This is an optimization exercise on Yosys and OpenROAD, whose aim is small area and a short achievable clock period, not a production implementation. Only simulation tests tie the RTL to the original design; equivalence was not proved. No activity file was given, so power comes from the tool's default toggle rates.

### config.mk
export PLATFORM = sky130hd
export DESIGN_NAME = exu_top
export DESIGN_NICKNAME = exu_top
export VERILOG_FILES = /design/flow/design.v
export SDC_FILE = /design/flow/constraint.sdc
export NUM_CORES = 4
export LEC_CHECK = 0
export CAP_MARGIN = 20
export CORE_MARGIN = 2
export CORE_UTILIZATION = 30
export SLEW_MARGIN = 20
### constraint.sdc
create_clock -name core_clock -period 11.0 [get_ports {clk}]
set_input_delay 2.2000 -clock core_clock [delete_from_list [all_inputs] [get_ports {clk}]]
set_output_delay 2.2000 -clock core_clock [all_outputs]
set_load 0.01 [all_outputs]
### design.v
`timescale 1ns/1ps
package exu_pkg;
    typedef enum logic [4-1:0] {
        alu_add   = 4'b0000,
        alu_sub   = 4'b0001,
        alu_sll   = 4'b0010,
        alu_slt   = 4'b0011,
        alu_sltu  = 4'b0100,
        alu_xor   = 4'b0101,
        alu_srl   = 4'b0110,
        alu_sra   = 4'b0111,
        alu_or    = 4'b1000,
        alu_and   = 4'b1001,
        alu_auipc = 4'b1010,
        alu_lui   = 4'b1011,
        alu_jalr  = 4'b1100
    } alu_op_e;
    typedef enum logic [3-1:0] {
        bcu_none = 3'b000,
        bcu_beq  = 3'b001,
        bcu_bne  = 3'b010,
        bcu_blt  = 3'b011,
        bcu_bge  = 3'b100,
        bcu_bltu = 3'b101,
        bcu_bgeu = 3'b110,
        bcu_jal  = 3'b111
    } bcu_op_e;
    typedef enum logic [2-1:0] {
        opsel_reg = 2'b00,
        opsel_imm = 2'b01
    } opsel_e;
    typedef struct packed {
        alu_op_e              aluop;
        bcu_op_e              bcuop;
        logic [64-1:0] op1;
        logic [64-1:0] op2;
        logic [64-1:0] pc;
        logic [64-1:0] offset;
        opsel_e               opsel;
        logic                 word;
        logic                 shift_word;
    } ex_in_t;
    typedef struct packed {
        logic [64-1:0] result;
        logic [64-1:0] dnpc;
        logic                 jump;
        logic [64-1:0] mdata;
    } ex_out_t;
    typedef struct packed {
        logic lt;
        logic ltu;
        logic zero;
    } alu_flags_t;
endpackage
`timescale 1ns/1ps
module exu_alu (
    input  exu_pkg::alu_op_e              aluop,
    input  logic [64-1:0] a,
    input  logic [64-1:0] b,
    input  logic                 shift_word,
    output logic [64-1:0] result,
    output exu_pkg::alu_flags_t           flags
);
    logic [64:0]   diff;
    logic                 lt;
    logic [5:0]           shamt;
    logic [64-1:0] srl_src;
    logic [64-1:0] sra_src;
    assign diff = {1'b0, a} - {1'b0, b};
    assign lt = (a[64-1] ^ b[64-1]) ? a[64-1] : diff[64-1];
    always_comb begin
        flags.lt   = lt;
        flags.ltu  = diff[64];
        flags.zero = (diff[64-1:0] == '0);
    end
    assign shamt = shift_word ? {1'b0, b[4:0]} : b[5:0];
    assign srl_src = shift_word ? {{(64-32){1'b0}}, a[31:0]} : a;
    assign sra_src = shift_word ? {{(64-32){a[31]}}, a[31:0]} : a;
    always_comb begin
        case (aluop)
            exu_pkg::alu_add: begin
                result = a + b;
            end
            exu_pkg::alu_sub: begin
                result = diff[64-1:0];
            end
            exu_pkg::alu_sll: begin
                result = a << shamt;
            end
            exu_pkg::alu_slt: begin
                result = {{(64-1){1'b0}}, lt};
            end
            exu_pkg::alu_sltu: begin
                result = {{(64-1){1'b0}}, diff[64]};
            end
            exu_pkg::alu_xor: begin
                result = a ^ b;
            end
            exu_pkg::alu_srl: begin
                result = srl_src >> shamt;
            end
            exu_pkg::alu_sra: begin
                result = $signed(sra_src) >>> shamt;
            end
            exu_pkg::alu_or: begin
                result = a | b;
            end
            exu_pkg::alu_and: begin
                result = a & b;
            end
            default: begin
                result = '0;
            end
        endcase
    end
endmodule
`timescale 1ns/1ps
module exu_bcu (
    input  exu_pkg::bcu_op_e              bcuop,
    input  exu_pkg::alu_flags_t           flags,
    input  logic [64-1:0] pc,
    input  logic [64-1:0] offset,
    output logic                 jump,
    output logic [64-1:0] dnpc
);
    logic [64-1:0] taken_pc;
    logic [64-1:0] next_pc;
    assign taken_pc = pc + offset;
    assign next_pc  = pc + 4;
    always_comb begin
        case (bcuop)
            exu_pkg::bcu_beq: begin
                jump = flags.zero;
            end
            exu_pkg::bcu_bne: begin
                jump = !flags.zero;
            end
            exu_pkg::bcu_blt: begin
                jump = flags.lt;
            end
            exu_pkg::bcu_bge: begin
                jump = !flags.lt;
            end
            exu_pkg::bcu_bltu: begin
                jump = flags.ltu;
            end
            exu_pkg::bcu_bgeu: begin
                jump = !flags.ltu;
            end
            exu_pkg::bcu_jal: begin
                jump = 1'b1;
            end
            default: begin
                jump = 1'b0;
            end
        endcase
    end
    assign dnpc = jump ? taken_pc : next_pc;
endmodule
`timescale 1ns/1ps
module exu_core (
    input  exu_pkg::ex_in_t  in,
    output exu_pkg::ex_out_t out
);
    logic [64-1:0] alu_b;
    logic [64-1:0] alu_result;
    exu_pkg::alu_flags_t           flags;
    logic                 bcu_jump;
    logic [64-1:0] bcu_dnpc;
    logic                 is_auipc;
    logic                 is_lui;
    logic                 is_jalr;
    logic                 is_jal;
    logic [64-1:0] adder_a;
    logic [64-1:0] adder_b;
    logic [64-1:0] adder_result;
    logic [64-1:0] jalr_sum;
    assign alu_b = (in.opsel == exu_pkg::opsel_imm) ? in.offset : in.op2;
    exu_alu u_alu (
        .aluop      (in.aluop),
        .a          (in.op1),
        .b          (alu_b),
        .shift_word (in.shift_word),
        .result     (alu_result),
        .flags      (flags)
    );
    exu_bcu u_bcu (
        .bcuop  (in.bcuop),
        .flags  (flags),
        .pc     (in.pc),
        .offset (in.offset),
        .jump   (bcu_jump),
        .dnpc   (bcu_dnpc)
    );
    assign is_auipc = (in.aluop == exu_pkg::alu_auipc);
    assign is_lui   = (in.aluop == exu_pkg::alu_lui);
    assign is_jalr  = (in.aluop == exu_pkg::alu_jalr);
    assign is_jal   = (in.bcuop == exu_pkg::bcu_jal);
    assign adder_a      = is_lui ? '0 : in.pc;
    assign adder_b      = (is_auipc || is_lui) ? (in.op2 << 12) : 4;
    assign adder_result = adder_a + adder_b;
    assign jalr_sum = in.op1 + in.offset;
    always_comb begin
        if (is_auipc || is_lui || is_jal || is_jalr) begin
            out.result = adder_result;
        end else if (in.word) begin
            out.result = {{(64-32){alu_result[31]}}, alu_result[31:0]};
        end else begin
            out.result = alu_result;
        end
        out.jump  = is_jalr || bcu_jump;
        out.dnpc  = is_jalr ? {jalr_sum[64-1:1], 1'b0} : bcu_dnpc;
        out.mdata = in.op2;
    end
endmodule
`timescale 1ns/1ps
module exu_stage (
    input  logic    clk,
    input  logic    arst_n,
    input  logic    in_valid,
    input  exu_pkg::ex_in_t  in,
    output logic    out_valid,
    output exu_pkg::ex_out_t out
);
    exu_pkg::ex_out_t core_out;
    exu_core u_core (
        .in  (in),
        .out (core_out)
    );
    always_ff @(posedge clk or negedge arst_n) begin
        if (!arst_n) begin
            out_valid <= 1'b0;
        end else begin
            out_valid <= in_valid;
        end
    end
    always_ff @(posedge clk or negedge arst_n) begin
        if (!arst_n) begin
            out <= '0;
        end else if (in_valid) begin
            out <= core_out;
        end
    end
endmodule
`timescale 1ns/1ps
module exu_top (
    input  logic                 clk,
    input  logic                 arst_n,
    input  logic                 in_valid,
    input  logic [3:0]           in_aluop,
    input  logic [2:0]           in_bcuop,
    input  logic [64-1:0] in_op1,
    input  logic [64-1:0] in_op2,
    input  logic [64-1:0] in_pc,
    input  logic [64-1:0] in_offset,
    input  logic [1:0]           in_opsel,
    input  logic                 in_word,
    input  logic                 in_shift_word,
    output logic                 out_valid,
    output logic [64-1:0] out_result,
    output logic [64-1:0] out_dnpc,
    output logic                 out_jump,
    output logic [64-1:0] out_mdata
);
    exu_pkg::ex_in_t  in_bundle;
    exu_pkg::ex_out_t out_bundle;
    assign in_bundle.aluop      = exu_pkg::alu_op_e'(in_aluop);
    assign in_bundle.bcuop      = exu_pkg::bcu_op_e'(in_bcuop);
    assign in_bundle.op1        = in_op1;
    assign in_bundle.op2        = in_op2;
    assign in_bundle.pc         = in_pc;
    assign in_bundle.offset     = in_offset;
    assign in_bundle.opsel      = exu_pkg::opsel_e'(in_opsel);
    assign in_bundle.word       = in_word;
    assign in_bundle.shift_word = in_shift_word;
    exu_stage u_stage (
        .clk       (clk),
        .arst_n    (arst_n),
        .in_valid  (in_valid),
        .in        (in_bundle),
        .out_valid (out_valid),
        .out       (out_bundle)
    );
    assign out_result = out_bundle.result;
    assign out_dnpc   = out_bundle.dnpc;
    assign out_jump   = out_bundle.jump;
    assign out_mdata  = out_bundle.mdata;
endmodule
### run.sh
#!/bin/bash
# synth_recipe.tcl (not shown) runs the flow's synth.tcl, then flattens the netlist and writes it again
# the make line also repeats each setting of config.mk as NAME=value (left out here)
make -C /OpenROAD-flow-scripts/flow DESIGN_CONFIG=/design/flow/config.mk WORK_HOME=/design/flow/orfs CLKGATE_MAP_FILE= SYNTH_SCRIPT=/design/flow/synth_recipe.tcl finish
==> run notes <==
-- routing by layer --
layer,vias to the layer above,GRT usage
met2,3714,0.5435
met3,525,0.1007
met4,16,0.1515
met5,-,0
li1,23010,-
met1,25970,0.5198
-- power by group --
group / switching (mW) / total (mW) / internal, mW
sequential: 0.108 / 0.931 / 0.823
combinational: 2.30 / 3.52 / 1.21
clock: 0.356 / 0.659 / 0.303
-- worst max-delay path: cells and delay by family --
kind	cells	cell delay [ps]
multiplexers	2	740
AO/OA/AOI/OAI	9	2080
adder cells (fa/ha/maj)	2	720
AND/OR/NAND/NOR	17	3240
buffers and inverters	6	1620
-- flip-flops by register name, indices dropped and copies added, names as in the netlist --
signal / count
u_stage.out: 193
u_stage.out_valid: 1
-- per-stage QoR --
stage / worst slack, ps / area (um^2) / power (mW)
floorplan: 812.3 / 41810 / 2.737
global placement: 633.6 / 49010 / 4.310
detailed placement: 443.5 / 49020 / 4.294
CTS: 1002 / 49590 / 4.980
global route: 417.9 / 49600 / 5.276
finish: 771.5 / 49620 / 5.106
-- how the worst max path moves through the flow --
stage	to	slack, ps
2_1_floorplan	u_stage.out[68]$_DFFE_PN0P_	810
3_3_place_gp	u_stage.out[122]$_DFFE_PN0P_	630
3_5_place_dp	u_stage.out[122]$_DFFE_PN0P_	440
4_1_cts	u_stage.out[122]$_DFFE_PN0P_	1000
5_1_grt	u_stage.out[122]$_DFFE_PN0P_	420
6_report	u_stage.out[122]$_DFFE_PN0P_	770
-- layout make-up --
class                      instances  area [um^2]
fill                           14920        88220
multi-input combinational       5207        34560
clock inverter                    14        125.1
tap                             1794         2245
timing repair buffer             684         6385
sequential                       194         4855
antenna                            6        15.01
inverter                         262        992.2
clock buffer                      18        439.2
-- logic make-up (layout without fill, tap and decap cells) --
family	Yosys count	in the layout	synth area share
other cells	0	6	0
buf+inv	664	978	0.06098
mux	340	340	0.09064
flops	194	194	0.1161
xor+xnor	300	300	0.06284
compound gates	2154	2154	0.3291
simple gates	2044	2044	0.2292
fa+ha+maj	369	369	0.1111
-- cell usage in the layout (no fill, tap or decap), drive strengths merged, types with 83 or more instances in the layout --
cell / synthesis / final
a21o: 140 / 140
a21oi: 659 / 659
a31oi: 88 / 88
and2: 86 / 86
and3: 101 / 101
buf: 76 / 223
clkdlybuf4s50: 0 / 460
dfrtp: 194 / 194
ha: 365 / 365
inv: 259 / 265
mux2i: 238 / 238
nand2: 665 / 665
nand3: 183 / 183
nor2: 540 / 540
nor3: 119 / 119
o21ai: 455 / 455
o22ai: 83 / 83
xnor2: 211 / 211
xor2: 89 / 89
==> metrics.md <==
| Metric | Value |
|---|---|
| CTS H-Tree Depth | `4` |
| CTS tree | `done` |
| Synthesized Nets | `6704` |
| Placed wire-length estimate | `229.2 mm` |
| Setup TNS Final | `0 ps` |
| Worst reg2reg path depth | `2` |
| Hold depth | `1` |
| Drt drc | `0` |
| Initial Util | `0.3034` |
| Relative slew slack | `0.2081` |
| Worst EP required | `11440 ps` |
| CTS Buffer Depth | `2` |
| Vias in the first global route | `49.65k` |
| YS warnings | `4` |
| Post-route ant nets | `0` |
| Num ports | `464` |
| Cell with the most instances after synthesis | `nand2_1` |
| Setup bufs post-CTS | `0` |
| Clock Tree Root | `clkbuf_16` |
| Floorplan die width | `377.3 um` |
| Vias | `53.24k` |
| Ys async rst share | `1.000` |
| Die Y | `377.3 um` |
| Met2 wire len | `113.7 mm` |
| Max_cap viols | `0` |
| Slew @ Worst Pin | `1175 ps` |
| Global-route wire length before repair | `383.9 mm` |
| Hold Path Sink | `u_stage.out[159]$_DFFE_PN0P_` |
| CP peak stage delay | `820 ps` |
| Max VDD drop | `0.1239 mV` |
| Worst path arrival time | `10670 ps` |
| Commonest cells in the netlist | `665 x nand2_1, 657 x a21oi_1, 539 x nor2_1` |
| Largest cells by area after synthesis | `dfrtp_1 12%, ha_1 11%, a21oi_1 7.9%, nand2_1 6.0%, mux2i_1 5.7%` |
| Final core occ | `0.3600` |
| Hold buffers post-CTS | `0` |
| Syn-to-layout area delta | `18.66%` |
| Min-delay src | `u_stage.out[159]$_DFFE_PN0P_` |
| Layout cells sized above 1 | `0.06835` |
| Syn Inst Count | `6065` |
| Placed cell count | `8140` |
| Crit Path Max Fanout | `19` |
| GPL Wtd Cong | `1.097` |
| Primary FF master, synth | `dfrtp_1` |
| Skew-Pair Late Insertion Delay | `530 ps` |
| Met3 wire len | `34.88 mm` |
| Cell area power density | `102.9 nW/um^2` |
| Fin. max-slew vios | `0` |
| Crit path from | `in_opsel[0]` |
| Met1 Routed Length | `116.4 mm` |
| Area share of the largest cell type after synthesis | `0.1161` |
| Non-Filler Instances | `8179` |
| Hold crit path type | `flip-flop to flip-flop` |
| Synth Register Bits | `194` |
| RSZ-0062 raised after global routing | `no` |
| Cell variety after synth | `104` |
| Crit. End Element | `flip-flop` |
| Pre-antenna DRT Iters | `6` |
| Synthesized cell area | `41810 um^2` |
| Reg-to-Reg End | `u_stage.out[122]$_DFFE_PN0P_` |
| Largest net degree at the start of global routing | `120` |
| Worst hold margin | `484.7 ps` |
| FF-to-FF setup slack | `9930 ps` |
| Uppermost layer routed | `met5` |
| CTS buffer count | `17` |
| Clock Sinks | `194` |
| Initial antenna violation count | `20` |
| All-Layer GR Usage | `0.3748` |
| Nets | `7005` |
| Rows | `136` |
| Final period utilization | `0.9299` |
| Reg2reg start | `u_stage.out[122]$_DFFE_PN0P_` |
| Final setup viols | `0` |
| Area leader, netlist | `dfrtp_1` |
| Core box area | `137800 um^2` |
| Syn avg cell area | `6.894 um^2` |
| Setup Skew | `0 ps` |
| Number of vias per cell | `6.509` |
| Fin. Hold Viols | `0` |
| EDFF count, synth | `0` |
| Resized cells post-CTS | `0` |
| Critical path type | `input port to flip-flop` |
| Leak | `20.82 nW` |
| Fmax | `0.09777 GHz` |
| Final Critical Period | `10230 ps` |
| Status | `complete, no violations` |
| Routed len/inst | `34.01 um` |
| IO Port Bufs | `463` |
| WL final | `278.2 mm` |
| Sequential area share after synthesis | `0.1161` |
| Worst-path clk slew | `80 ps` |
| Die area | `142400 um^2` |
| Startpoint Class | `input port` |
| Initial DRC Count | `7976` |
| Grt ovf | `0` |
| Crit-path slowest cell | `o31ai_1` |

re-timing with driven ports:
Ports are ideal in the flow. The routed layout listed here was re-timed in OpenROAD. Step 1 sets driving cells, clkbuf_16 on the clock port and buf_2 on the other inputs (assumed; they add their load-dependent delay and slew). Step 2 times the ports against the registers' clock, not the clock port: input delays grow and output delays shrink by t, the midpoint of the rising clock arrivals with the driver on. a / b / c = ideal ports / drivers / drivers and shift; a / b = the first two.
shift t [ns]: 0.585
setup slack, ns: 0.771 / 0.810 / 0.225
clock arrival spread, ns: 0.021 / 0.022
worst register clock-pin slew, ns: 0.09 / 0.09
After both steps this run still meets setup and hold. For this run, drivers alone change the setup slack by +0.039 ns; drivers and shift together by -0.546 ns.
